Background: an optimization exercise with open tools, aiming at small area. Do not read the settings as production practice.
Function was checked by simulation only, so behaviour that the tests miss may differ from the original.
Power and IR drop assume default switching activity.

$ cat design/flow/config.mk
export PLATFORM = sky130hd
export DESIGN_NAME = instr_mem_arb
export DESIGN_NICKNAME = instr_mem_arb
export VERILOG_FILES = /design/flow/design.v
export SDC_FILE = /design/flow/constraint.sdc
export NUM_CORES = 4
export LEC_CHECK = 0
export CAP_MARGIN = 20
export CORE_MARGIN = 2
export CORE_UTILIZATION = 50
export CTS_BUF_LIST = sky130_fd_sc_hd__clkbuf_8
export CTS_CLUSTER_DIAMETER = 55
export CTS_CLUSTER_SIZE = 18
export PLACE_DENSITY = 0.62
export SLEW_MARGIN = 20
$ cat design/flow/design.v
module instr_mem_arb #(
  parameter int NUM_PORTS = 4,
  parameter int DEPTH     = 64,
  parameter int DATA_W    = 32,
  parameter int ADDR_W    = 32
) (
  input  logic                        clk,
  input  logic                        reset,
  input  logic                        load_en,
  input  logic [ADDR_W-1:0]           load_addr,
  input  logic [DATA_W-1:0]           load_data,
  input  logic [NUM_PORTS-1:0]        fetch_req,
  input  logic [NUM_PORTS*ADDR_W-1:0] fetch_addr,
  output logic [NUM_PORTS-1:0]        fetch_gnt,
  output logic [NUM_PORTS-1:0]        fetch_valid,
  output logic [NUM_PORTS*DATA_W-1:0] fetch_instr,
  output logic [NUM_PORTS-1:0]        fetch_fault
);
  logic [DATA_W-1:0] mem_q [DEPTH];
  logic [1:0]  rr_q;
  logic [3:0]  valid_q, fault_q, live_q;
  logic [31:0] instr_n_q [4];
  logic [3:0] req, gnt;
  assign req = fetch_req & {4{reset & ~load_en}};
  always_comb begin
    gnt = '0;
    case (rr_q)
      2'd0: begin
        gnt[0] = req[0];
        gnt[1] = req[1] & ~req[0];
        gnt[2] = req[2] & ~req[1] & ~req[0];
        gnt[3] = req[3] & ~req[2] & ~req[1] & ~req[0];
      end
      2'd1: begin
        gnt[1] = req[1];
        gnt[2] = req[2] & ~req[1];
        gnt[3] = req[3] & ~req[2] & ~req[1];
        gnt[0] = req[0] & ~req[3] & ~req[2] & ~req[1];
      end
      2'd2: begin
        gnt[2] = req[2];
        gnt[3] = req[3] & ~req[2];
        gnt[0] = req[0] & ~req[3] & ~req[2];
        gnt[1] = req[1] & ~req[0] & ~req[3] & ~req[2];
      end
      default: begin
        gnt[3] = req[3];
        gnt[0] = req[0] & ~req[3];
        gnt[1] = req[1] & ~req[0] & ~req[3];
        gnt[2] = req[2] & ~req[1] & ~req[0] & ~req[3];
      end
    endcase
  end
  logic [3:0] pfault;
  logic [7:0] plo [4];
  logic [7:0] phi [4];
  always_comb
    for (int p = 0; p < 4; p++) begin
      pfault[p] = (|fetch_addr[p*32+8 +: 24]) | (|fetch_addr[p*32 +: 2]);
      for (int i = 0; i < 8; i++) begin
        plo[p][i] = (fetch_addr[p*32+2 +: 3] == 3'(i)) & ~pfault[p];
        phi[p][i] = (fetch_addr[p*32+5 +: 3] == 3'(i));
      end
    end
  logic [7:0]  rlo, rhi;
  logic [63:0] rsel;
  always_comb begin
    rlo = '0;
    rhi = '0;
    for (int p = 0; p < 4; p++) begin
      rlo = rlo | (plo[p] & {8{gnt[p]}});
      rhi = rhi | (phi[p] & {8{gnt[p]}});
    end
    for (int w = 0; w < 64; w++) rsel[w] = rlo[w % 8] & rhi[w / 8];
  end
  logic [31:0] rraw, rdata;
  logic        rpol;
  always_comb begin
    rraw = '0;
    rpol = 1'b0;
    for (int w = 0; w < 64; w++) begin
      rraw = rraw | (mem_q[w] & {32{rsel[w]}});
      rpol = rpol | (mpol_q[w] & rsel[w]);
    end
    rdata = rraw ^ {32{rpol}};
  end
  logic        lok;
  logic [63:0] wsel;
  assign lok = reset & load_en & (load_addr[1:0] == 2'b00) & (load_addr[31:8] == 24'd0);
  always_comb
    for (int w = 0; w < 64; w++) wsel[w] = lok & (load_addr[7:2] == 6'(w));
  logic [63:0] mpol_q, whold;
  assign whold = ~wsel;
  always_ff @(posedge clk)
    for (int w = 0; w < 64; w++) begin
      mem_q[w]  <= ~((mem_q[w] & {32{whold[w]}}) | (load_data & {32{wsel[w]}}));
      mpol_q[w] <= ~(mpol_q[w] & whold[w]);
    end
  always_ff @(posedge clk or negedge reset) begin
    if (!reset) begin
      rr_q    <= '0;
      valid_q <= '0;
      fault_q <= '0;
      live_q  <= '0;
    end else begin
      valid_q <= gnt;
      live_q  <= live_q | gnt;
      for (int p = 0; p < 4; p++) if (gnt[p]) fault_q[p] <= pfault[p];
      if (gnt[0]) rr_q <= 2'd1;
      if (gnt[1]) rr_q <= 2'd2;
      if (gnt[2]) rr_q <= 2'd3;
      if (gnt[3]) rr_q <= 2'd0;
    end
  end
  always_ff @(posedge clk)
    for (int p = 0; p < 4; p++)
      if (gnt[p]) instr_n_q[p] <= ~rdata;
  assign fetch_gnt   = gnt;
  assign fetch_valid = valid_q;
  assign fetch_fault = fault_q;
  always_comb
    for (int p = 0; p < 4; p++)
      fetch_instr[p*32 +: 32] = ~instr_n_q[p] & {32{live_q[p]}};
endmodule
$ cat design/flow/constraint.sdc
create_clock -name core_clock -period 5.5 [get_ports {clk}]
set_input_delay 1.1000 -clock core_clock [delete_from_list [all_inputs] [get_ports {clk}]]
set_output_delay 1.1000 -clock core_clock [all_outputs]
set_load 0.01 [all_outputs]
$ cat design/flow/flow/run.sh
#!/bin/bash
# Standard ORFS layout, with two changes:
#  - after the standard synthesis, 2:1 mux cells whose select drives two or
#    more muxes are rewritten as OR-AND cells with one shared inverted
#    select (flow/remap.py); registers are untouched;
#  - port buffers use the smallest buffer cell.
set -euo pipefail
R="$PWD/orfs/results/$FLOW_PLATFORM/instr_mem_arb/base"
bash standard.sh synth > synth.log 2>&1
python3 flow/remap.py "$R/1_2_yosys.v" > remap.log 2>&1
rm -f "$R/1_synth.odb" "$R/1_synth.sdc"
bash standard.sh "BUFFER_PORTS_ARGS=-buffer_cell sky130_fd_sc_hd__buf_1" finish > layout.log 2>&1
$ cat design/flow/standard.sh
#!/bin/bash
# synth_recipe.tcl (not shown) runs the flow's synth.tcl, then flattens the netlist and writes it again
# the make line also repeats each setting of config.mk as NAME=value (left out here)
make -C /OpenROAD-flow-scripts/flow DESIGN_CONFIG=/design/flow/config.mk WORK_HOME=/design/flow/orfs CLKGATE_MAP_FILE= SYNTH_SCRIPT=/design/flow/synth_recipe.tcl "${@:-finish}"
$ cat design/flow/flow/remap.py
#!/usr/bin/env python3
"""Rewrite 2:1 mux cells of a Yosys netlist as OR-AND cells with a shared
inverted select: mux2i_1 -> o22ai_1, mux2_1 -> o22a_1, plus one inv_1 per
select net. Only select nets that drive two or more such muxes are done.
Usage: remap.py NETLIST (rewritten in place)."""
import re, sys, collections

path = sys.argv[1]
text = open(path).read()
inst = re.compile(
    r"^(\s*)sky130_fd_sc_hd__(mux2i_1|mux2_1)\s+(\S+)\s*\(\s*"
    r"\.A0\(([^()]*)\),\s*\.A1\(([^()]*)\),\s*\.S\(([^()]*)\),\s*\.(Y|X)\(([^()]*)\)\s*\);",
    re.M)
def fix(v):
    v = v.strip()
    return v + " " if v.startswith("\\") else v


found = list(inst.finditer(text))
# A select driven through plain buffers is traced back to the buffer tree's
# root, so the muxes it fans out to share one inverter.
bufs = {}
for b in re.finditer(r"sky130_fd_sc_hd__(?:clk)?buf_\d+\s+\S+\s*\(\s*\.A\(([^()]*)\),\s*\.X\(([^()]*)\)\s*\);", text):
    bufs[fix(b.group(2))] = fix(b.group(1))


def root(n):
    seen = 0
    while n in bufs and seen < 100:
        n = bufs[n]
        seen += 1
    return n


uses = collections.Counter(root(fix(m.group(6))) for m in found)
inv = {}
out, pos, done = [], 0, collections.Counter()
for m in found:
    ind, kind, name, a0, a1, s, opin, y = m.groups()
    a0, a1, s, y = (fix(v) for v in (a0, a1, s, y))
    r = root(s)
    if uses[r] < 2:
        continue
    if r not in inv:
        inv[r] = f"_remap_sn_{len(inv)}_"
    cell = "o22ai_1" if kind == "mux2i_1" else "o22a_1"
    pin = "Y" if kind == "mux2i_1" else "X"
    out.append(text[pos:m.start()])
    out.append(f"{ind}sky130_fd_sc_hd__{cell} {name} (\n{ind}  .A1({a0}),\n"
               f"{ind}  .A2({s}),\n{ind}  .B1({a1}),\n{ind}  .B2({inv[r]}),\n"
               f"{ind}  .{pin}({y})\n{ind});")
    pos = m.end()
    done[kind] += 1
out.append(text[pos:])
text = "".join(out)
decl = "".join(f"  wire {w};\n" for w in inv.values())
cells = "".join(f"  sky130_fd_sc_hd__inv_1 {w}inv (\n    .A({s}),\n    .Y({w})\n  );\n"
                for s, w in inv.items())
top = re.search(r"^module\s+\S+\s*\([^;]*\);\n", text, re.M)
text = text[:top.end()] + decl + text[top.end():]
end = text.rindex("endmodule")
text = text[:end] + cells + text[end:]
open(path, "w").write(text)
print(f"remapped {dict(done)}, {len(inv)} select inverters, {len(found)} muxes seen")
==> results.sh, run 1 <==
export IMPL_drv_cap=0
export IMPL_synthCells=7179
export IMPL_grt_first_pass_wirelength_um=455000
export IMPL_min_period_over_period_pct=100
export IMPL_ant_nets=0
export IMPL_grt_pass1_vias=63942
export IMPL_drt_pass1_iter_count=10
export IMPL_ir_drop_mv=0.221
export IMPL_violations="negative setup slack"
export IMPL_skew_ns=0.0513
export IMPL_relSlewSlack_pct=18.1
export IMPL_critical_path_depth=12
export IMPL_initial_utilization_pct=50.2
export IMPL_place_inst=9213
export IMPL_hold_viol=0
export IMPL_post_cts_setup_buffers=0
export IMPL_syn_nets=7378
export IMPL_cp_slowest_cell="a221oi_1"
export IMPL_grt_max_degree=99
export IMPL_fill_cells=13344
export IMPL_tns_ns=-0.0299
export IMPL_fin_cells=9496
export IMPL_gp_congestion=0.933
export IMPL_core_area_um2=154000
export IMPL_required_ns=6.22
export IMPL_end_kind="register"
export IMPL_status="complete, but fails checks"
export IMPL_clock_latency_ns=1.01
export IMPL_worstPathArrival_ns=6.23
export IMPL_final_common_cell="dfxtp_1"
export IMPL_syn_area_um2=77100
export IMPL_totalWireLength_um=317000
export IMPL_cts_made_buffers=164
export IMPL_wl_per_cell_um=33.4
export IMPL_drv_slew=0
export IMPL_rsz0062_at_grt="false"
export IMPL_overflow=0
export IMPL_antenna_found_initial=21
export IMPL_ctsHoldBuffers=0
export IMPL_post_dp_hpwl_um=194000
export IMPL_worst_slew_pin_slew_ns=1.23
export IMPL_row_count=144
export IMPL_cp_num_buf_inv=2
export IMPL_ys_warnings_count=5
export IMPL_worst_r2r_path_depth=12
export IMPL_layout_drive_gt1_share_pct=9.79
export IMPL_cp_slowest_stage_delay_ns=0.73
export IMPL_clk_pin_slew_worst_paths_ns=0.11
export IMPL_cts_tree="yes"
export IMPL_setup_violations=4
export IMPL_cp_top_family="simple AND/OR/NAND/NOR gates"
export IMPL_cts_sinks=2254
export IMPL_cts_htree_levels=4
export IMPL_grt_usage_pct=38.8
export IMPL_io_pin_count=339
export IMPL_synth_area_per_cell_um2=10.7
export IMPL_path_cells="or3b_4 > nand3_2 > nor4_1 > or4_4 > buf_12 > a22oi_1 > o2bb2ai_1 > a221oi_1 > nand4_1 > buf_4 > nor4_2 > xor2_1"
export IMPL_path_max_fanout=68
export IMPL_num_vias=68515
export IMPL_portBuffers=338
export IMPL_layout_common_cells="dfxtp_1, o22ai_1, a22oi_1, buf_1, buf_4"
export IMPL_nets=7534
export IMPL_setup_ws_ns=-0.00767
export IMPL_max_freq_ghz=0.182
export IMPL_cts_root_buf="clkbuf_8"
export IMPL_min_path_type="in2async"
export IMPL_clockBufferDepth=3
export IMPL_drc=0
export IMPL_dieArea_um2=157000
export IMPL_setup_worst_path_class="reg2reg"
export IMPL_die_x_um=397
export IMPL_drt_vias_per_instance=7.22
export IMPL_die_h_um=397
export IMPL_power_leakage_nw=29.9
export IMPL_power_density_nw_per_um2=318
export IMPL_drtIter0Drc=9648
export IMPL_startpoint_type="register"
export IMPL_fin_crit_ns=5.51
export IMPL_power_mw=27.2
export IMPL_area_growth_pct=10.7
cell type report:
| cell class | count | area [um2] | share of cell area (%) |
|---|---|---|---|
| clock inverters | 96 | 1040 | 1.22 |
| inverters | 69 | 259 | 0.303 |
| multi-input cells | 4164 | 28000 | 32.8 |
| clock buffers | 179 | 2460 | 2.89 |
| diodes | 8 | 20.0 | 0.0234 |
| flip-flops and latches | 2254 | 46500 | 54.4 |
| well taps | 2044 | 2560 | 3.00 |
| repair buffers | 682 | 4540 | 5.32 |
power breakdown:
part / internal [mW] / switching, mW / total, mW
Combinational: 0.219 / 0.791 / 1.01
Clock: 3.88 / 5.72 / 9.60
Sequential: 16.5 / 0.0779 / 16.6
Total: 20.6 / 6.59 / 27.2
sequential cells by signal, summed over array words and instances (netlist names):
register	flops
mem_q	2048
instr_n_q	128
mpol_q	64
fault_q	4
live_q	4
valid_q	4
rr_q	2
routing by layer:
layer	wire length, um	global-route usage (%)	vias to the layer above
met3	38600	10.5	769
met1	126000	52.3	33828
met2	134000	56.4	4761
met4	18800	21.3	18
li1	-	-	29139
met5	136	0	-
worst paths after layout:
path / startpoint / slack, ns / endpoint
worst max-delay path: rr_q[1] / -0.008 / instr_n_q[2][29]
worst min-delay path: reset / 0.18 / live_q[2]
worst max register to register: rr_q[1] / -0.008 / instr_n_q[2][29]
worst min register to register: mpol_q[58] / 0.39 / mpol_q[58]
max in group asynchronous: reset / 5.15 / rr_q[0]
min in group core_clock: mpol_q[58] / 0.39 / mpol_q[58]
metrics by stage:
step / instance area (um2) / util [%] / worst slack, ns / hold WS [ns]
after detailed placement: 81800 / 53.3 / -0.673 / 0.364
after global placement: 81800 / 53.2 / -0.685 / 0.359
after CTS: 85300 / 55.5 / 0.123 / 0.0786
after global routing: 85400 / 55.6 / 0.0965 / 0.161
final: 85400 / 55.6 / -0.00767 / 0.176
after floorplan: 77100 / - / 0.407 / 0.353
timing repair:
| item | 4_1_cts | 5_1_grt |
|---|---|---|
| endpoints found under the hold margin | 0 | 0 |
| endpoints found under the setup margin | 0 | 4 |
| gates resized for setup | 0 | 2 |
==> run 2, diff against run 1 <==
--- a/design/flow/config.mk
+++ b/design/flow/config.mk
@@ -13,3 +13,4 @@
 export CTS_CLUSTER_SIZE = 18
 export PLACE_DENSITY = 0.62
+export SETUP_SLACK_MARGIN = 0.4
 export SLEW_MARGIN = 20
==> results.sh, run 2 <==
export IMPL_ir_drop_mv=0.219
export IMPL_ys_warnings_count=5
export IMPL_cts_tree="yes"
export IMPL_grt_max_degree=99
export IMPL_num_vias=68483
export IMPL_clockBufferDepth=3
export IMPL_crit_top_cell="buf_4"
export IMPL_layout_drive_gt1_share_pct=10.1
export IMPL_totalWireLength_um=319000
export IMPL_setup_violations=0
export IMPL_gp_congestion=0.933
export IMPL_r2r_end="instr_n_q[1][31]"
export IMPL_synthCells=7179
export IMPL_cts_htree_levels=4
export IMPL_skew_ns=0.0538
export IMPL_cp_slowest_stage_delay_ns=0.61
export IMPL_dieArea_um2=157000
export IMPL_grt_pass1_vias=63974
export IMPL_rsz0062_at_grt="true"
export IMPL_drt_pass1_iter_count=10
export IMPL_worst_r2r_path_depth=13
export IMPL_tns_ns=0
export IMPL_cp_slowest_cell="nand4_1"
export IMPL_grt_usage_pct=38.8
export IMPL_multiInputGateArea_um2=28200
export IMPL_power_leakage_nw=30.0
export IMPL_ant_nets=0
export IMPL_initial_utilization_pct=50.2
export IMPL_synth_area_per_cell_um2=10.7
export IMPL_reg_top3="mem_q (2048), instr_n_q (128), mpol_q (64)"
export IMPL_cp_num_buf_inv=3
export IMPL_setup_worst_path_class="reg2reg"
export IMPL_required_ns=6.26
export IMPL_syn_nets=7378
export IMPL_portBuffers=338
export IMPL_largest_register_ffs=2048
export IMPL_io_pin_count=339
export IMPL_regArea_um2=46500
export IMPL_path_max_fanout=22
export IMPL_hold_viol=0
export IMPL_path_cells="or3b_4 > nand3_2 > nor2_4 > a32oi_1 > buf_4 > a21oi_4 > buf_4 > o2bb2ai_1 > a221oi_1 > nand4_1 > buf_4 > nor4_2 > xor2_1"
export IMPL_row_count=144
export IMPL_cp_top_family="simple AND/OR/NAND/NOR gates"
export IMPL_max_freq_ghz=0.194
export IMPL_die_x_um=397
export IMPL_fill_cells=13325
export IMPL_wl_per_cell_um=33.5
export IMPL_post_dp_hpwl_um=194000
export IMPL_overflow=0
export IMPL_r2r_start="rr_q[1]"
export IMPL_drv_cap=0
export IMPL_final_common_cell="dfxtp_1"
export IMPL_startpoint_type="register"
export IMPL_clk_pin_slew_worst_paths_ns=0.10
export IMPL_cts_made_buffers=164
export IMPL_layout_common_cells="dfxtp_1, o22ai_1, a22oi_1, buf_1, buf_4"
export IMPL_area_growth_pct=11.0
export IMPL_relSlewSlack_pct=19.3
export IMPL_cts_root_buf="clkbuf_8"
export IMPL_ff2ff_setup_slack_ns=0.34
export IMPL_fin_crit_ns=5.16
export IMPL_drc=0
export IMPL_die_h_um=397
export IMPL_worst_slew_pin_slew_ns=1.20
export IMPL_largest_register="mem_q"
export IMPL_grt_first_pass_wirelength_um=455000
export IMPL_clock_latency_ns=1.00
export IMPL_min_path_type="in2async"
export IMPL_syn_area_um2=77100
export IMPL_drv_slew=0
export IMPL_worstPathArrival_ns=5.92
export IMPL_drtIter0Drc=9381
export IMPL_nets=7544
export IMPL_drt_vias_per_instance=7.20
export IMPL_status="timing/DRC/antenna clean"
export IMPL_power_density_nw_per_um2=318
export IMPL_fin_util_pct=55.7
export IMPL_cts_sinks=2254
export IMPL_end_kind="register"
export IMPL_core_area_um2=154000
export IMPL_min_period_over_period_pct=93.9
export IMPL_antenna_found_initial=24
-- run 2: changes by cell type in the layout (fill, tap and decap cells not counted), moves of 2 or more --
cell      before  now
buf_12        46   48
nor4_1        48   45
a21oi_1      167  165
a221oi_1      64   62
nor4_4         0    4
a22oi_1      560  558
a221oi_4       0    2
buf_4        298  305
a22oi_2        3    5
diode_2        8   15
-- run 2: per-layer routing --
| metal | GRT usage [%] | wire, um | vias up |
|---|---|---|---|
| met3 | 10.4 | 39500 | 800 |
| met2 | 56.3 | 133000 | 4781 |
| li1 | - | - | 29155 |
| met4 | 21.4 | 19400 | 26 |
| met5 | 0 | 354 | - |
| met1 | 52.4 | 126000 | 33721 |
-- run 2: how the worst max path moves through the flow --
| stage | from | to | slack (ns) | cells past startpoint |
|---|---|---|---|---|
| 6_report | rr_q[1] | instr_n_q[1][31] | 0.34 | 13 |
| 5_1_grt | rr_q[1] | instr_n_q[1][31] | 0.38 | 13 |
| 4_1_cts | rr_q[1] | instr_n_q[1][26] | 0.44 | 13 |
| 3_5_place_dp | fetch_req[0] | instr_n_q[1][26] | -0.67 | 13 |
| 3_3_place_gp | fetch_req[1] | instr_n_q[2][26] | -0.68 | 13 |
| 2_1_floorplan | reset | instr_n_q[0][10] | 0.41 | 13 |
-- run 2: power breakdown --
group          leakage [nW]  switching (mW)  internal, mW  total (mW)
sequential             20.3          0.0794          16.5        16.6
clock                  1.83            5.71          3.88        9.59
combinational          7.86           0.803         0.230        1.03
-- run 2: worst register-to-register path: stages (launching register included) --
cell and delay (ns):
dfrtp_1 0.48, or3b_4 0.47, nand3_2 0.30, nor2_4 0.12
a32oi_1 0.45, buf_4 0.23, a21oi_4 0.25, buf_4 0.36
o2bb2ai_1 0.14, a221oi_1 0.56, nand4_1 0.61, buf_4 0.34
nor4_2 0.36, xor2_1 0.29
-- run 2: cell type report --
type	instances	share of cell area [%]
inverter	69	0.302
timing repair buffer	691	5.41
clock buffer	179	2.88
clock inverter	96	1.22
multi-input combinational	4165	32.9
sequential	2254	54.3
antenna	15	0.0438
tap	2044	2.99
-- run 2: stage by stage --
stage	hold slack, ns	cells	setup slack, ns	area, um2	power, mW
2_1_floorplan	0.353	7179	0.407	77100	17.4
6_report	0.163	9513	0.337	85600	27.2
3_5_place_dp	0.364	9213	-0.673	81800	17.9
5_1_grt	0.161	9505	0.384	85600	27.9
3_3_place_gp	0.359	9213	-0.685	81800	17.9
4_1_cts	0.0786	9488	0.439	85400	27.2
-- run 2: timing repair --
| item | in CTS | in global routing |
|---|---|---|
| hold buffers | 0 | 0 |
| pin swaps | 0 | 4 |
| endpoints found under the hold margin | 0 | 0 |
| gates cloned | 0 | 1 |
| buffers inserted | 0 | 9 |
| resized for setup | 5 | 16 |
| endpoints found under the setup margin | 12 | 30 |
==> run 3, diff against run 2 <==
--- a/design/flow/design.v
+++ b/design/flow/design.v
@@ -76,13 +76,13 @@
   logic [31:0] rraw, rdata;
   logic        rpol;
-  always_comb begin
-    rraw = '0;
-    rpol = 1'b0;
-    for (int w = 0; w < 64; w++) begin
-      rraw = rraw | (mem_q[w] & {32{rsel[w]}});
-      rpol = rpol | (mpol_q[w] & rsel[w]);
+  for (genvar b = 0; b < 32; b++) begin : g_rd
+    logic [63:0] col;
+    for (genvar w = 0; w < 64; w++) begin : g_col
+      assign col[w] = mem_q[w][b];
     end
-    rdata = rraw ^ {32{rpol}};
+    rd_slice u_rd (.s(rsel), .d(col), .y(rraw[b]));
   end
+  rd_slice u_rd_pol (.s(rsel), .d(mpol_q), .y(rpol));
+  assign rdata = rraw ^ {32{rpol}};
   logic        lok;
   logic [63:0] wsel;
@@ -123,2 +123,9 @@
       fetch_instr[p*32 +: 32] = ~instr_n_q[p] & {32{live_q[p]}};
 endmodule
+module rd_slice (
+  input  logic [63:0] s,
+  input  logic [63:0] d,
+  output logic        y
+);
+  assign y = |(s & d);
+endmodule
==> design/flow/flow/run.sh (replaced) <==
#!/bin/bash
# Standard ORFS layout, with these changes:
#  - the standard synthesis runs with the read-port slice (rd_slice) kept as
#    a black box; flow/inline_slices.py then puts a gate-level rd_slice in
#    place of each instance, with flat names;
#  - 2:1 mux cells whose select drives two or more muxes are rewritten as
#    OR-AND cells with one shared inverted select, and nor2b cells sharing
#    an inverted input get one shared inverter (flow/remap.py);
#    registers are untouched;
#  - port buffers use the smallest buffer cell.
set -uo pipefail
R="$PWD/orfs/results/$FLOW_PLATFORM/instr_mem_arb/base"
# Synthesis; its last step (reading the netlist into a database) fails
# while rd_slice is still a black box, so only the netlist is kept.
bash standard.sh SYNTH_BLACKBOXES=rd_slice synth > synth.log 2>&1
grep -q "^module instr_mem_arb" "$R/1_2_yosys.v" || { echo "no netlist"; exit 1; }
set -e
python3 flow/remap.py "$R/1_2_yosys.v" > remap.log 2>&1
python3 flow/inline_slices.py "$R/1_2_yosys.v" > inline.log 2>&1
rm -f "$R/1_synth.odb" "$R/1_synth.sdc"
bash standard.sh SYNTH_BLACKBOXES=rd_slice "BUFFER_PORTS_ARGS=-buffer_cell sky130_fd_sc_hd__buf_1" finish > layout.log 2>&1
==> design/flow/flow/inline_slices.py (new file) <==
#!/usr/bin/env python3
"""Replace each instance of the black-box module rd_slice in a flat Yosys
netlist by its gate-level implementation, inlined into the top module with
flat instance and wire names:
  20 a222oi_1 + 2 a22oi_1 (one AND-OR group of 3 or 2 inputs each), then
  4 nand4_1 + 2 nand3_1, 2 nor3_1 and a nand2_1:
  y = OR over i of (s[i] & d[i]).
Usage: inline_slices.py NETLIST (rewritten in place)."""
import re, sys

path = sys.argv[1]
text = open(path).read()
inst = re.compile(r"^\s*rd_slice\s+(\S+)\s*\((.*?)\);\s*$", re.M | re.S)
conn = re.compile(r"\.(\w+)\((.*?)\)\s*(?:,|$)", re.S)


def elems(v, width):
    v = v.strip()
    if v.startswith("{"):
        body = v[1:-1]
        parts = [p.strip() for p in body.split(",")]
        parts = [p + " " if p.startswith("\\") else p for p in parts]
        assert len(parts) == width, (len(parts), width)
        return parts[::-1]          # index 0 = LSB
    name = v + " " if v.startswith("\\") and not v.endswith(" ") else v
    if width == 1:
        return [name]
    return [f"{name.rstrip()}[{i}]" if not name.startswith("\\") else f"{name.rstrip()} [{i}]"
            for i in range(width)]


wires, cells = [], []
count = 0


def expand(m):
    global count
    body = m.group(2)
    pins = {}
    for c in conn.finditer(body):
        pins[c.group(1)] = c.group(2)
    s = elems(pins["s"], 64)
    d = elems(pins["d"], 64)
    y = elems(pins["y"], 1)[0]
    k = count
    count += 1
    p = f"rdsl{k}_"
    n = [f"{p}n{i}" for i in range(22)]
    o = [f"{p}o{i}" for i in range(6)]
    mm = [f"{p}m{i}" for i in range(2)]
    wires.extend(n + o + mm)
    out = []
    for g in range(20):
        i = 3 * g
        out.append(f"  sky130_fd_sc_hd__a222oi_1 {p}g{g} (.A1({s[i]}), .A2({d[i]}), "
                   f".B1({s[i+1]}), .B2({d[i+1]}), .C1({s[i+2]}), .C2({d[i+2]}), .Y({n[g]}));")
    out.append(f"  sky130_fd_sc_hd__a22oi_1 {p}g20 (.A1({s[60]}), .A2({d[60]}), "
               f".B1({s[61]}), .B2({d[61]}), .Y({n[20]}));")
    out.append(f"  sky130_fd_sc_hd__a22oi_1 {p}g21 (.A1({s[62]}), .A2({d[62]}), "
               f".B1({s[63]}), .B2({d[63]}), .Y({n[21]}));")
    for h in range(4):
        out.append(f"  sky130_fd_sc_hd__nand4_1 {p}h{h} (.A({n[4*h]}), .B({n[4*h+1]}), "
                   f".C({n[4*h+2]}), .D({n[4*h+3]}), .Y({o[h]}));")
    out.append(f"  sky130_fd_sc_hd__nand3_1 {p}h4 (.A({n[16]}), .B({n[17]}), .C({n[18]}), .Y({o[4]}));")
    out.append(f"  sky130_fd_sc_hd__nand3_1 {p}h5 (.A({n[19]}), .B({n[20]}), .C({n[21]}), .Y({o[5]}));")
    out.append(f"  sky130_fd_sc_hd__nor3_1 {p}j0 (.A({o[0]}), .B({o[1]}), .C({o[2]}), .Y({mm[0]}));")
    out.append(f"  sky130_fd_sc_hd__nor3_1 {p}j1 (.A({o[3]}), .B({o[4]}), .C({o[5]}), .Y({mm[1]}));")
    out.append(f"  sky130_fd_sc_hd__nand2_1 {p}j2 (.A({mm[0]}), .B({mm[1]}), .Y({y}));")
    return "\n".join(out) + "\n"


text = inst.sub(expand, text)
assert "rd_slice" not in text, "rd_slice left in the netlist"
top = re.search(r"^module\s+\S+\s*\([^;]*\);\n", text, re.M)
text = text[:top.end()] + "".join(f"  wire {w};\n" for w in wires) + text[top.end():]
open(path, "w").write(text)
print(f"inlined {count} rd_slice instances")
--- a/design/flow/flow/remap.py
+++ b/design/flow/flow/remap.py
@@ -2,5 +2,7 @@
 """Rewrite 2:1 mux cells of a Yosys netlist as OR-AND cells with a shared
 inverted select: mux2i_1 -> o22ai_1, mux2_1 -> o22a_1, plus one inv_1 per
-select net. Only select nets that drive two or more such muxes are done.
+select net; likewise nor2b_1 -> nor2_1 with a shared inverted B_N.
+Only select nets that drive two or more such cells are done; selects
+driven through plain buffers share their root's inverter.
 Usage: remap.py NETLIST (rewritten in place)."""
 import re, sys, collections
@@ -54,4 +56,28 @@
 out.append(text[pos:])
 text = "".join(out)
+# nor2b_1 cells (Y = !A & B_N) sharing a B_N net become nor2_1 cells fed by
+# one shared inverter of that net.
+nb = re.compile(
+    r"^(\s*)sky130_fd_sc_hd__nor2b_1\s+(\S+)\s*\(\s*"
+    r"\.A\(([^()]*)\),\s*\.B_N\(([^()]*)\),\s*\.Y\(([^()]*)\)\s*\);",
+    re.M)
+nfound = list(nb.finditer(text))
+nuses = collections.Counter(root(fix(m.group(4))) for m in nfound)
+out, pos = [], 0
+for m in nfound:
+    ind, name, a, bn, y = m.groups()
+    a, y = fix(a), fix(y)
+    bn = root(fix(bn))
+    if nuses[bn] < 2:
+        continue
+    if bn not in inv:
+        inv[bn] = f"_remap_sn_{len(inv)}_"
+    out.append(text[pos:m.start()])
+    out.append(f"{ind}sky130_fd_sc_hd__nor2_1 {name} (\n{ind}  .A({a}),\n"
+               f"{ind}  .B({inv[bn]}),\n{ind}  .Y({y})\n{ind});")
+    pos = m.end()
+    done["nor2b_1"] += 1
+out.append(text[pos:])
+text = "".join(out)
 decl = "".join(f"  wire {w};\n" for w in inv.values())
 cells = "".join(f"  sky130_fd_sc_hd__inv_1 {w}inv (\n    .A({s}),\n    .Y({w})\n  );\n"
==> design/flow/config.mk (replaced) <==
export PLATFORM = sky130hd
export DESIGN_NAME = instr_mem_arb
export DESIGN_NICKNAME = instr_mem_arb
export VERILOG_FILES = /design/flow/design.v
export SDC_FILE = /design/flow/constraint.sdc
export NUM_CORES = 4
export LEC_CHECK = 0
export CAP_MARGIN = 10
export CORE_MARGIN = 2
export CORE_UTILIZATION = 56
export CTS_BUF_LIST = sky130_fd_sc_hd__clkbuf_8
export CTS_CLUSTER_DIAMETER = 50
export CTS_CLUSTER_SIZE = 16
export PLACE_DENSITY = 0.68
export SETUP_SLACK_MARGIN = 0.35
export SLEW_MARGIN = 10
==> results.sh, run 3 <==
export IMPL_status="timing/DRC/antenna clean"
export IMPL_dieArea_um2=135000
export IMPL_ant_nets=0
export IMPL_drt_pass1_iter_count=14
export IMPL_clock_latency_ns=0.98
export IMPL_path_max_fanout=17
export IMPL_synthCells=6442
export IMPL_synth_area_per_cell_um2=11.5
export IMPL_setup_violations=0
export IMPL_place_worst_setup_slack_ns=-0.329
export IMPL_hold_viol=0
export IMPL_drv_cap=0
export IMPL_nets=7143
export IMPL_num_vias=67326
export IMPL_layout_drive_gt1_share_pct=12.6
export IMPL_whs_endpoint="mpol_q[44]"
export IMPL_ys_warnings_count=5
export IMPL_largest_register_ffs=2048
export IMPL_tns_ns=0
export IMPL_min_path_type="reg2reg"
export IMPL_drc=0
export IMPL_portBuffers=338
export IMPL_worstPathArrival_ns=5.82
export IMPL_layout_common_cells="dfxtp_1, o22ai_1, a222oi_1, buf_4, buf_1"
export IMPL_ff2ff_setup_slack_ns=0.43
export IMPL_io_pin_count=339
export IMPL_drt_vias_per_instance=7.64
export IMPL_totalWireLength_um=284000
export IMPL_cts_sinks=2254
export IMPL_cts_htree_levels=4
export IMPL_required_ns=6.25
export IMPL_r2r_start="rr_q[0]"
export IMPL_min_period_over_period_pct=92.2
export IMPL_fill_cells=10556
export IMPL_overflow=0
export IMPL_fin_crit_ns=5.07
export IMPL_placed_area_um2=79400
export IMPL_ir_drop_mv=0.259
export IMPL_worst_slew_pin_slew_ns=1.31
export IMPL_wl_per_cell_um=32.2
export IMPL_cts_made_buffers=179
export IMPL_worst_hold_startpoint="mpol_q[44]"
export IMPL_post_dp_hpwl_um=182000
export IMPL_syn_area_um2=74000
export IMPL_worst_r2r_path_depth=16
export IMPL_drtIter0Drc=12710
export IMPL_end_kind="register"
export IMPL_cts_root_buf="clkbuf_8"
export IMPL_design_area_um2=83300
export IMPL_grt_usage_pct=40.0
export IMPL_final_common_cell="dfxtp_1"
export IMPL_fin_util_pct=63.4
export IMPL_power_leakage_nw=29.6
export IMPL_die_x_um=367
export IMPL_relSlewSlack_pct=12.3
export IMPL_grt_pass1_vias=61817
export IMPL_gp_congestion=0.988
export IMPL_rsz0062_at_grt="false"
export IMPL_grt_max_degree=65
export IMPL_clk_pin_slew_worst_paths_ns=0.10
export IMPL_reg_top3="mem_q (2048), instr_n_q (128), mpol_q (64)"
export IMPL_cts_tree="yes"
export IMPL_setup_worst_path_class="reg2reg"
export IMPL_setup_ws_ns=0.429
export IMPL_row_count=133
export IMPL_clockBufferDepth=3
export IMPL_area_growth_pct=12.5
export IMPL_syn_nets=6641
export IMPL_crit_start="rr_q[0]"
export IMPL_whs_path_depth=1
export IMPL_max_freq_ghz=0.197
export IMPL_die_h_um=367
export IMPL_initial_utilization_pct=56.3
export IMPL_power_density_nw_per_um2=326
export IMPL_skew_ns=0.0598
export IMPL_antenna_found_initial=24
export IMPL_drv_slew=0
export IMPL_r2r_end="instr_n_q[0][20]"
export IMPL_grt_first_pass_wirelength_um=411000
export IMPL_largest_register="mem_q"
export IMPL_power_mw=27.2
export IMPL_core_area_um2=131000
export IMPL_startpoint_type="register"
==> run 3: per-layer routing <==
metal	up-vias	GRT usage, %	share of wire (%)
li1	28033	-	-
met2	5010	55.8	41
met1	33469	55.2	38
met5	-	0	0.073
met3	786	12.8	15
met4	28	21.1	5.7
==> run 3: critical path, stage by stage, from the launching register on <==
cell and delay [ns]:
dfrtp_1 0.52, or3b_1 0.44, o211ai_1 0.11, buf_4 0.18, buf_4 0.18, nor4b_1 0.08
a32oi_2 0.23, buf_12 0.20, a21oi_4 0.18, buf_4 0.27, buf_4 0.18, a222oi_1 0.65
nand4_1 0.45, nor3_2 0.50, buf_4 0.19, nand2_1 0.08, xnor2_1 0.37
==> run 3: worst max-delay path by stage <==
stage | depth (start not counted) | endpoint
after floorplan | 14 | instr_n_q[0][10]
after CTS | 15 | instr_n_q[1][20]
final | 16 | instr_n_q[0][20]
after global routing | 16 | instr_n_q[0][24]
after global placement | 17 | instr_n_q[2][2]
after detailed placement | 16 | instr_n_q[2][20]
==> run 3: stage by stage <==
stage | hold WS (ns) | instances
2_1_floorplan | 0.368 | 6442
3_3_place_gp | 0.376 | 8513
3_5_place_dp | 0.382 | 8513
4_1_cts | 0.400 | 8799
5_1_grt | 0.400 | 8810
6_report | 0.403 | 8813
==> run 3: repair_timing <==
action / CTS / global route
gates resized for setup: 0 / 6
hold buffers: 0 / 0
endpoints found under the setup margin: 0 / 128
buffers inserted: 0 / 1
==> run 3: final cells by class <==
cell class / instances / area [um2] / area share (%)
flip-flops and latches: 2254 / 46500 / 55.8
repair buffers: 776 / 4780 / 5.74
inverters: 75 / 282 / 0.338
clock buffers: 197 / 2710 / 3.26
multi-input cells: 3658 / 25800 / 31.0
clock inverters: 89 / 952 / 1.14
diodes: 9 / 22.5 / 0.0270
well taps: 1755 / 2200 / 2.64
==> run 3: power breakdown <==
group	switching, mW	internal (mW)
Combinational	0.736	0.222
Sequential	0.0333	16.5
Clock	5.63	4.07
Total	6.40	20.8
==> run 4, diff against run 3 <==
--- a/design/flow/config.mk
+++ b/design/flow/config.mk
@@ -13,4 +13,4 @@
 export CTS_CLUSTER_SIZE = 16
 export PLACE_DENSITY = 0.68
-export SETUP_SLACK_MARGIN = 0.35
+export SETUP_SLACK_MARGIN = 0.25
 export SLEW_MARGIN = 10
==> results.sh, run 4 <==
export IMPL_relSlewSlack_pct=14.6
export IMPL_cts_htree_levels=4
export IMPL_fill_cells=10594
export IMPL_clock_latency_ns=0.97
export IMPL_nets=7042
export IMPL_power_density_nw_per_um2=330
export IMPL_global_route_usage_met2_pct=56.5
export IMPL_met3_usage_pct=13.6
export IMPL_die_h_um=367
export IMPL_core_area_um2=131000
export IMPL_setup_violations=0
export IMPL_rsz0062_at_grt="false"
export IMPL_largest_register_ffs=2048
export IMPL_status="timing/DRC/antenna clean"
export IMPL_syn_nets=6641
export IMPL_cp_num_buf_inv=3
export IMPL_path_max_fanout=28
export IMPL_hold_viol=0
export IMPL_skew_ns=0.0456
export IMPL_min_path_type="in2async"
export IMPL_die_x_um=367
export IMPL_min_period_over_period_pct=96.1
export IMPL_clk_pin_slew_worst_paths_ns=0.10
export IMPL_power_leakage_nw=29.0
export IMPL_multiInputGateArea_um2=25900
export IMPL_portBuffers=338
export IMPL_syn_area_um2=74000
export IMPL_reg_top3="mem_q (2048), instr_n_q (128), mpol_q (64)"
export IMPL_antenna_found_initial=30
export IMPL_regArea_um2=46500
export IMPL_layout_drive_gt1_share_pct=11.4
export IMPL_startpoint_type="register"
export IMPL_drv_slew=0
export IMPL_post_dp_hpwl_um=178000
export IMPL_ys_warnings_count=5
export IMPL_totalWireLength_um=282000
export IMPL_synthCells=6442
export IMPL_largest_register="mem_q"
export IMPL_dieArea_um2=135000
export IMPL_post_cts_setup_buffers=0
export IMPL_io_pin_count=339
export IMPL_clockBufferDepth=3
export IMPL_gp_congestion=0.998
export IMPL_num_vias=66394
export IMPL_cp_top_family="simple AND/OR/NAND/NOR gates"
export IMPL_cts_made_buffers=179
export IMPL_grt_busiest_layer="met2"
export IMPL_end_kind="register"
export IMPL_synth_area_per_cell_um2=11.5
export IMPL_path_cells="or3b_1 > o211ai_1 > buf_12 > nor3_1 > a32oi_2 > buf_4 > a21oi_4 > a222oi_1 > nand4_1 > nor3_1 > buf_4 > nand2_1 > xnor2_1"
export IMPL_grt_first_pass_wirelength_um=407000
export IMPL_wl_per_cell_um=32.4
export IMPL_layout_common_cells="dfxtp_1, o22ai_1, a222oi_1, buf_4, buf_1"
export IMPL_required_ns=6.22
export IMPL_ant_nets=0
export IMPL_placed_area_um2=78800
export IMPL_overflow=0
export IMPL_final_common_cell="dfxtp_1"
export IMPL_drt_pass1_iter_count=12
export IMPL_met1_usage_pct=53.8
export IMPL_setup_worst_path_class="reg2reg"
export IMPL_initial_utilization_pct=56.3
export IMPL_worst_slew_pin_slew_ns=1.28
export IMPL_grt_usage_pct=39.7
export IMPL_drv_cap=0
export IMPL_drtIter0Drc=11859
export IMPL_grt_pass1_vias=60925
export IMPL_area_growth_pct=11.5
export IMPL_row_count=133
export IMPL_setup_ws_ns=0.217
export IMPL_design_area_um2=82500
export IMPL_drt_vias_per_instance=7.62
export IMPL_cts_root_buf="clkbuf_8"
export IMPL_grt_max_degree=65
export IMPL_worstPathArrival_ns=6.00
export IMPL_cp_slowest_cell="nor3_1"
export IMPL_cp_slowest_stage_delay_ns=0.68
export IMPL_fin_crit_ns=5.28
export IMPL_max_freq_ghz=0.189
export IMPL_cts_tree="yes"
export IMPL_place_worst_setup_slack_ns=-0.657
export IMPL_cts_sinks=2254
export IMPL_ir_drop_mv=0.276
export IMPL_drc=0
==> run 4: report_power, final <==
| part | total, mW | switching [mW] | internal [mW] | leakage (nW) |
|---|---|---|---|---|
| sequential | 16.5 | 0.0431 | 16.5 | 20.3 |
| clock | 9.74 | 5.56 | 4.18 | 1.95 |
| combinational | 0.982 | 0.754 | 0.229 | 6.75 |
| total | 27.2 | 6.36 | 20.9 | 29.0 |
==> run 4: worst paths after layout <==
kind | startpoint | to | slack (ns) | cells after the start
setup / recovery | rr_q[0] | instr_n_q[1][0] | 0.22 | 13
max in group asynchronous | reset | live_q[1] | 4.82 | 2
hold reg to reg | mpol_q[38] | mpol_q[38] | 0.40 | 1
min in group core_clock | mpol_q[38] | mpol_q[38] | 0.40 | 1
setup reg to reg | rr_q[0] | instr_n_q[1][0] | 0.22 | 13
hold / removal | reset | valid_q[0] | 0.31 | 2
==> run 4: repair_timing <==
| item | CTS | global route |
|---|---|---|
| endpoints found under the setup margin | 4 | 0 |
| resized for setup | 1 | 0 |
| hold buffers | 0 | 0 |
==> run 4: layout make-up <==
type	instances	share of cell area [%]
sequential	2254	56.3
multi-input combinational	3658	31.4
timing repair buffer	675	4.78
clock buffer	199	3.32
tap	1755	2.66
clock inverter	86	1.14
inverter	75	0.341
antenna	12	0.0364
==> run 4: routing by layer <==
| layer | routed length [um] | vias up | part of all wire (%) |
|---|---|---|---|
| met5 | 162 | - | 0.057 |
| met3 | 42300 | 674 | 15 |
| met4 | 14600 | 30 | 5.2 |
| li1 | - | 27866 | - |
| met2 | 118000 | 4914 | 42 |
| met1 | 107000 | 32910 | 38 |
==> run 4: through the flow <==
stage                     instances  utilization [%]  hold WS, ns  power [mW]  setup TNS (ns)
final                          8714             62.8        0.313        27.2               0
after floorplan                6442                -        0.368        17.4               0
after global routing           8711             62.8        0.299        27.9               0
after global placement         8417             60.0        0.375        17.9           -9.68
after detailed placement       8417             60.0        0.381        17.9           -9.94
after CTS                      8702             62.8        0.258        27.2               0
==> run 5, diff against run 4 <==
--- a/design/flow/config.mk
+++ b/design/flow/config.mk
@@ -8,9 +8,9 @@
 export CAP_MARGIN = 10
 export CORE_MARGIN = 2
-export CORE_UTILIZATION = 56
+export CORE_UTILIZATION = 62
 export CTS_BUF_LIST = sky130_fd_sc_hd__clkbuf_8
 export CTS_CLUSTER_DIAMETER = 50
-export CTS_CLUSTER_SIZE = 16
-export PLACE_DENSITY = 0.68
+export CTS_CLUSTER_SIZE = 18
+export PLACE_DENSITY = 0.74
 export SETUP_SLACK_MARGIN = 0.25
 export SLEW_MARGIN = 10
==> results.sh, run 5 <==
export IMPL_startpoint_type="input pin"
export IMPL_worstPathArrival_ns=5.98
export IMPL_fin_crit_ns=5.27
export IMPL_min_path_type="in2async"
export IMPL_io_pin_count=339
export IMPL_ys_warnings_count=5
export IMPL_drt_pass1_iter_count=14
export IMPL_cp_slowest_cell="nor3_1"
export IMPL_power_density_nw_per_um2=324
export IMPL_grt_max_degree=65
export IMPL_cts_root_buf="clkbuf_8"
export IMPL_cp_top_family="buffers and inverters"
export IMPL_rsz0062_at_grt="false"
export IMPL_place_worst_setup_slack_ns=-0.832
export IMPL_setup_worst_path_class="in2reg"
export IMPL_syn_area_um2=74000
export IMPL_required_ns=6.21
export IMPL_power_leakage_nw=29.4
export IMPL_drc=0
export IMPL_relSlewSlack_pct=-2.76
export IMPL_r2r_end="instr_n_q[3][5]"
export IMPL_min_period_over_period_pct=95.8
export IMPL_overflow=0
export IMPL_largest_register="mem_q"
export IMPL_gp_congestion=0.997
export IMPL_crit_path_end="instr_n_q[3][5]"
export IMPL_fin_cells=8602
export IMPL_clockBufferDepth=3
export IMPL_hold_ws_ns=0.311
export IMPL_place_inst=8311
export IMPL_fin_util_pct=70.0
export IMPL_regArea_um2=46500
export IMPL_cts_tree="yes"
export IMPL_critical_path_depth=16
export IMPL_antenna_found_initial=15
export IMPL_setup_violations=0
export IMPL_status="complete, but fails checks"
export IMPL_syn_nets=6641
export IMPL_r2r_start="rr_q[0]"
export IMPL_initial_utilization_pct=62.6
export IMPL_post_dp_hpwl_um=179000
export IMPL_post_cts_setup_buffers=0
export IMPL_multiInputGateArea_um2=25700
export IMPL_final_common_cell="dfxtp_1"
export IMPL_die_h_um=349
export IMPL_layout_common_cells="dfxtp_1, o22ai_1, a222oi_1, buf_4, buf_1"
export IMPL_path_max_fanout=21
export IMPL_max_freq_ghz=0.190
export IMPL_totalWireLength_um=285000
export IMPL_end_kind="register"
export IMPL_clk_pin_slew_worst_paths_ns=0.10
export IMPL_drv_slew=15
export IMPL_largest_register_ffs=2048
export IMPL_violations="max-capacitance violations, max-slew violations"
export IMPL_synthCells=6442
export IMPL_worst_slew_pin_slew_ns=1.54
export IMPL_ant_nets=0
export IMPL_drt_vias_per_instance=7.88
export IMPL_cp_num_buf_inv=6
export IMPL_grt_first_pass_wirelength_um=412000
export IMPL_worst_r2r_path_depth=15
export IMPL_nets=7144
export IMPL_drtIter0Drc=13205
export IMPL_die_x_um=349
export IMPL_hold_viol=0
export IMPL_fill_cells=8646
export IMPL_reg_top3="mem_q (2048), instr_n_q (128), mpol_q (64)"
export IMPL_skew_ns=0.0336
export IMPL_crit_top_cell="buf_4"
export IMPL_ir_drop_mv=0.263
export IMPL_area_growth_pct=11.9
export IMPL_row_count=126
export IMPL_grt_pass1_vias=63116
export IMPL_grt_usage_pct=44.8
export IMPL_drv_cap=2
export IMPL_layout_drive_gt1_share_pct=12.7
export IMPL_cts_sinks=2254
export IMPL_ff2ff_setup_slack_ns=0.27
export IMPL_portBuffers=338
export IMPL_cp_slowest_stage_delay_ns=0.75
export IMPL_synth_area_per_cell_um2=11.5
export IMPL_cts_htree_levels=4
export IMPL_path_cells="buf_1 > nor2b_1 > nand3_1 > buf_4 > nor3_1 > a32oi_1 > buf_4 > a21oi_2 > buf_4 > a222oi_1 > nand4_1 > buf_4 > nor3_1 > buf_4 > nand2_1 > xnor2_1"
export IMPL_dieArea_um2=122000
export IMPL_crit_start="load_en"
export IMPL_num_vias=67808
export IMPL_setup_ws_ns=0.230
export IMPL_power_mw=26.9
export IMPL_clock_latency_ns=0.94
export IMPL_core_area_um2=118000
export IMPL_wl_per_cell_um=33.1
export IMPL_cts_made_buffers=166
==> run 5: how the worst min path moves through the flow <==
stage	from	to
after detailed placement	mpol_q[13]	mpol_q[13]
after floorplan	mpol_q[11]	mpol_q[11]
after global routing	reset	fault_q[1]
after CTS	reset	rr_q[1]
final	reset	rr_q[1]
after global placement	mpol_q[18]	mpol_q[18]
==> run 5: report_power, final <==
part	switching, mW	leakage [nW]	internal (mW)
Sequential	0.0451	20.3	16.5
Combinational	0.788	7.24	0.221
Clock	5.62	1.80	3.68
==> run 5: per-stage QoR <==
stage	setup TNS, ns	instance area (um2)
4_1_cts	0	82700
5_1_grt	0	82800
3_3_place_gp	-12.93	79200
6_report	0	82800
3_5_place_dp	-13.63	79200
2_1_floorplan	0	74200
==> run 5: layout make-up <==
type	count	share of cell area (%)
Antenna cell	12	0.0363
Clock buffer	187	3.11
Clock inverter	90	1.05
Inverter	75	0.340
Multi-Input combinational cell	3658	31.1
Sequential cell	2254	56.1
Tap cell	1536	2.32
Timing Repair Buffer	790	5.95
==> run 5: layer usage <==
| layer | up-vias | track usage (%) | wire [um] |
|---|---|---|---|
| met5 | - | 0.0785 | 53 |
| met4 | 8 | 29.6 | 20900 |
| met3 | 964 | 15.5 | 45600 |
| met2 | 5497 | 61.7 | 115000 |
| met1 | 33244 | 59.5 | 103000 |
| li1 | 28095 | - | - |
==> run 5: what timing repair did <==
| item | 4_1_cts | 5_1_grt |
|---|---|---|
| cloned | 0 | 0 |
| hold buffers | 0 | 0 |
| setup endpoints to repair | 4 | 21 |
| resized for setup | 1 | 6 |
| pin swaps | 0 | 1 |
==> run 6, diff against run 5 <==
==> design/flow/config.mk (replaced) <==
export PLATFORM = sky130hd
export DESIGN_NAME = instr_mem_arb
export DESIGN_NICKNAME = instr_mem_arb
export VERILOG_FILES = /design/flow/design.v
export SDC_FILE = /design/flow/constraint.sdc
export NUM_CORES = 4
export LEC_CHECK = 0
export CAP_MARGIN = 20
export CORE_MARGIN = 2
export CORE_UTILIZATION = 50
export CTS_BUF_LIST = sky130_fd_sc_hd__clkbuf_8
export CTS_CLUSTER_DIAMETER = 50
export CTS_CLUSTER_SIZE = 16
export PLACE_DENSITY = 0.62
export SETUP_SLACK_MARGIN = 0.35
export SLEW_MARGIN = 20
==> results.sh, run 6 <==
export IMPL_drv_slew=0
export IMPL_max_freq_ghz=0.191
export IMPL_path_max_fanout=33
export IMPL_relSlewSlack_pct=18.9
export IMPL_layout_common_cells="dfxtp_1, o22ai_1, a222oi_1, buf_4, buf_1"
export IMPL_cts_tree="yes"
export IMPL_grt_pass1_vias=61402
export IMPL_cts_made_buffers=182
export IMPL_hold_viol=0
export IMPL_clkPwrFrac_pct=36.3
export IMPL_min_period_over_period_pct=95.3
export IMPL_drtIter0Drc=11585
export IMPL_cts_root_buf="clkbuf_8"
export IMPL_largest_register="mem_q"
export IMPL_startpoint_type="register"
export IMPL_syn_area_um2=74000
export IMPL_p_int_mw=21.0
export IMPL_worst_hold_startpoint="mpol_q[3]"
export IMPL_totalWireLength_um=297000
export IMPL_area_growth_pct=13.7
export IMPL_cts_sinks=2254
export IMPL_layout_drive_gt1_share_pct=12.9
export IMPL_overflow=0
export IMPL_end_kind="register"
export IMPL_drv_cap=0
export IMPL_ant_nets=0
export IMPL_p_sw_share_pct=23.8
export IMPL_p_seq_share_pct=60.0
export IMPL_skew_ns=0.0514
export IMPL_min_path_type="reg2reg"
export IMPL_synthCells=6442
export IMPL_status="timing/DRC/antenna clean"
export IMPL_tns_ns=0
export IMPL_row_count=141
export IMPL_reg_top3="mem_q (2048), instr_n_q (128), mpol_q (64)"
export IMPL_whs_endpoint="mpol_q[3]"
export IMPL_dieArea_um2=151000
export IMPL_post_dp_hpwl_um=188000
export IMPL_syn_nets=6641
export IMPL_ctsHoldBuffers=0
export IMPL_combPwrFrac_pct=3.7
export IMPL_grt_usage_pct=37.4
export IMPL_r2r_end="instr_n_q[1][19]"
export IMPL_die_h_um=389
export IMPL_clock_latency_ns=0.96
export IMPL_final_common_cell="dfxtp_1"
export IMPL_grt_max_degree=65
export IMPL_drc=0
export IMPL_gp_congestion=0.960
export IMPL_wl_per_cell_um=33.0
export IMPL_setup_worst_path_class="reg2reg"
export IMPL_ctsResizeCount=0
export IMPL_initial_utilization_pct=50.2
export IMPL_required_ns=6.17
export IMPL_hold_ws_ns=0.404
export IMPL_grt_first_pass_wirelength_um=424000
export IMPL_ys_warnings_count=5
export IMPL_nets=7140
export IMPL_worst_r2r_path_depth=14
export IMPL_power_switching_mw=6.57
export IMPL_power_density_nw_per_um2=328
export IMPL_whs_path_depth=1
export IMPL_fin_crit_ns=5.24
export IMPL_drt_pass1_iter_count=14
export IMPL_core_area_um2=147000
export IMPL_rsz0062_at_grt="false"
export IMPL_clk_pin_slew_worst_paths_ns=0.10
export IMPL_io_pin_count=339
export IMPL_die_x_um=389
export IMPL_worstPathArrival_ns=5.91
export IMPL_antenna_found_initial=30
export IMPL_power_leakage_nw=29.7
export IMPL_ir_drop_mv=0.364
export IMPL_setup_violations=0
export IMPL_largest_register_ffs=2048
export IMPL_clockBufferDepth=3
export IMPL_synth_area_per_cell_um2=11.5
export IMPL_r2r_start="rr_q[1]"
export IMPL_worst_slew_pin_slew_ns=1.22
export IMPL_post_cts_setup_buffers=0
export IMPL_portBuffers=338
export IMPL_num_vias=67292
export IMPL_drt_vias_per_instance=7.48
export IMPL_ff2ff_setup_slack_ns=0.26
export IMPL_cts_htree_levels=4
run 6: layout make-up:
class / count / area, um2
Fill cell: 12526 / 63200
Sequential cell: 2254 / 46500
Clock buffer: 209 / 2880
Timing Repair Buffer: 770 / 5000
Tap cell: 1930 / 2410
Inverter: 75 / 282
Antenna cell: 13 / 32.5
Clock inverter: 93 / 976
Multi-Input combinational cell: 3658 / 26000
run 6: metal layers:
layer | vias up | global-route usage [%] | wire length (um)
li1 | 28090 | - | -
met1 | 33745 | 52.6 | 118000
met2 | 4737 | 53.2 | 124000
met3 | 698 | 9.68 | 39400
met4 | 22 | 18.6 | 16200
met5 | - | 0 | 142
run 6: power by group through the flow:
| stage | combinational, mW | clock (mW) | sequential [mW] |
|---|---|---|---|
| 2_1_floorplan | 0.490 | 0 | 16.9 |
| 5_1_grt | 1.04 | 10.6 | 16.5 |
| 6_report | 1.02 | 10.0 | 16.5 |
| 3_5_place_dp | 0.976 | 0 | 16.9 |
| 3_3_place_gp | 0.972 | 0 | 16.9 |
| 4_1_cts | 0.976 | 10.0 | 16.5 |
run 6: worst max-delay path: stages, from the launching register on:
cell and delay (ns):
dfrtp_1 0.49, or3b_1 0.44, o211ai_1 0.14, buf_4 0.31
nor4b_1 0.10, a32oi_2 0.23, buf_4 0.33, a21oi_4 0.11
buf_12 0.19, a222oi_1 0.90, nand4_1 0.21, buf_4 0.19
nor3_1 0.44, nand2_1 0.29, xnor2_1 0.54
run 6: worst max-delay path by stage:
stage                       startpoint               end  depth (start not counted)
after floorplan           fetch_req[2]  instr_n_q[0][10]                         14
after global placement           reset   instr_n_q[0][0]                         16
after detailed placement         reset   instr_n_q[0][0]                         16
after CTS                      rr_q[1]   instr_n_q[3][0]                         14
after global routing           rr_q[1]  instr_n_q[2][31]                         13
final                          rr_q[1]  instr_n_q[1][19]                         14
run 6: metrics by stage:
step,std cells,utilization (%),setup WS (ns),power (mW),instance area [um2]
2_1_floorplan,6442,-,0.371,17.4,74200
3_3_place_gp,8676,54.4,-0.338,17.9,80100
3_5_place_dp,8679,54.4,-0.346,17.9,80100
4_1_cts,8981,57.0,0.393,27.5,84000
5_1_grt,8997,57.1,0.392,28.2,84100
6_report,9002,57.1,0.260,27.5,84100

==> separate check: timing with driven ports <==
The flow's constraints put no driver on any port. The routed layouts listed below were extracted and timed again, unchanged, in two steps. Step 1: set_driving_cell puts a clkbuf_16 on clk and a buf_2 on each other input, an assumption about the parent block. Step 2 moves the port delays by t, midway between the first and last clock arrival at a register: inputs arrive t later, outputs are due t later. That takes back most of the time a late clock gives input paths. Slacks: ideal / step 1 / step 2; pairs: ideal / step 1.
run	t, ns	slack for setup (ns)	pins driven straight from the clock port
run 1	1.053	-0.008 / -0.008 / -0.830	1
run 2	1.046	0.337 / 0.337 / -0.594	1
run 3	1.033	0.429 / 0.429 / -0.322	1
run 4	1.023	0.217 / 0.217 / -0.708	1
run 5	1.008	0.230 / 0.268 / -0.727	1
run 6	1.032	0.260 / 0.259 / -0.552	1
For run 5, which loses most, drivers alone change the setup slack by +0.038 ns; drivers and shift together by -0.957 ns.
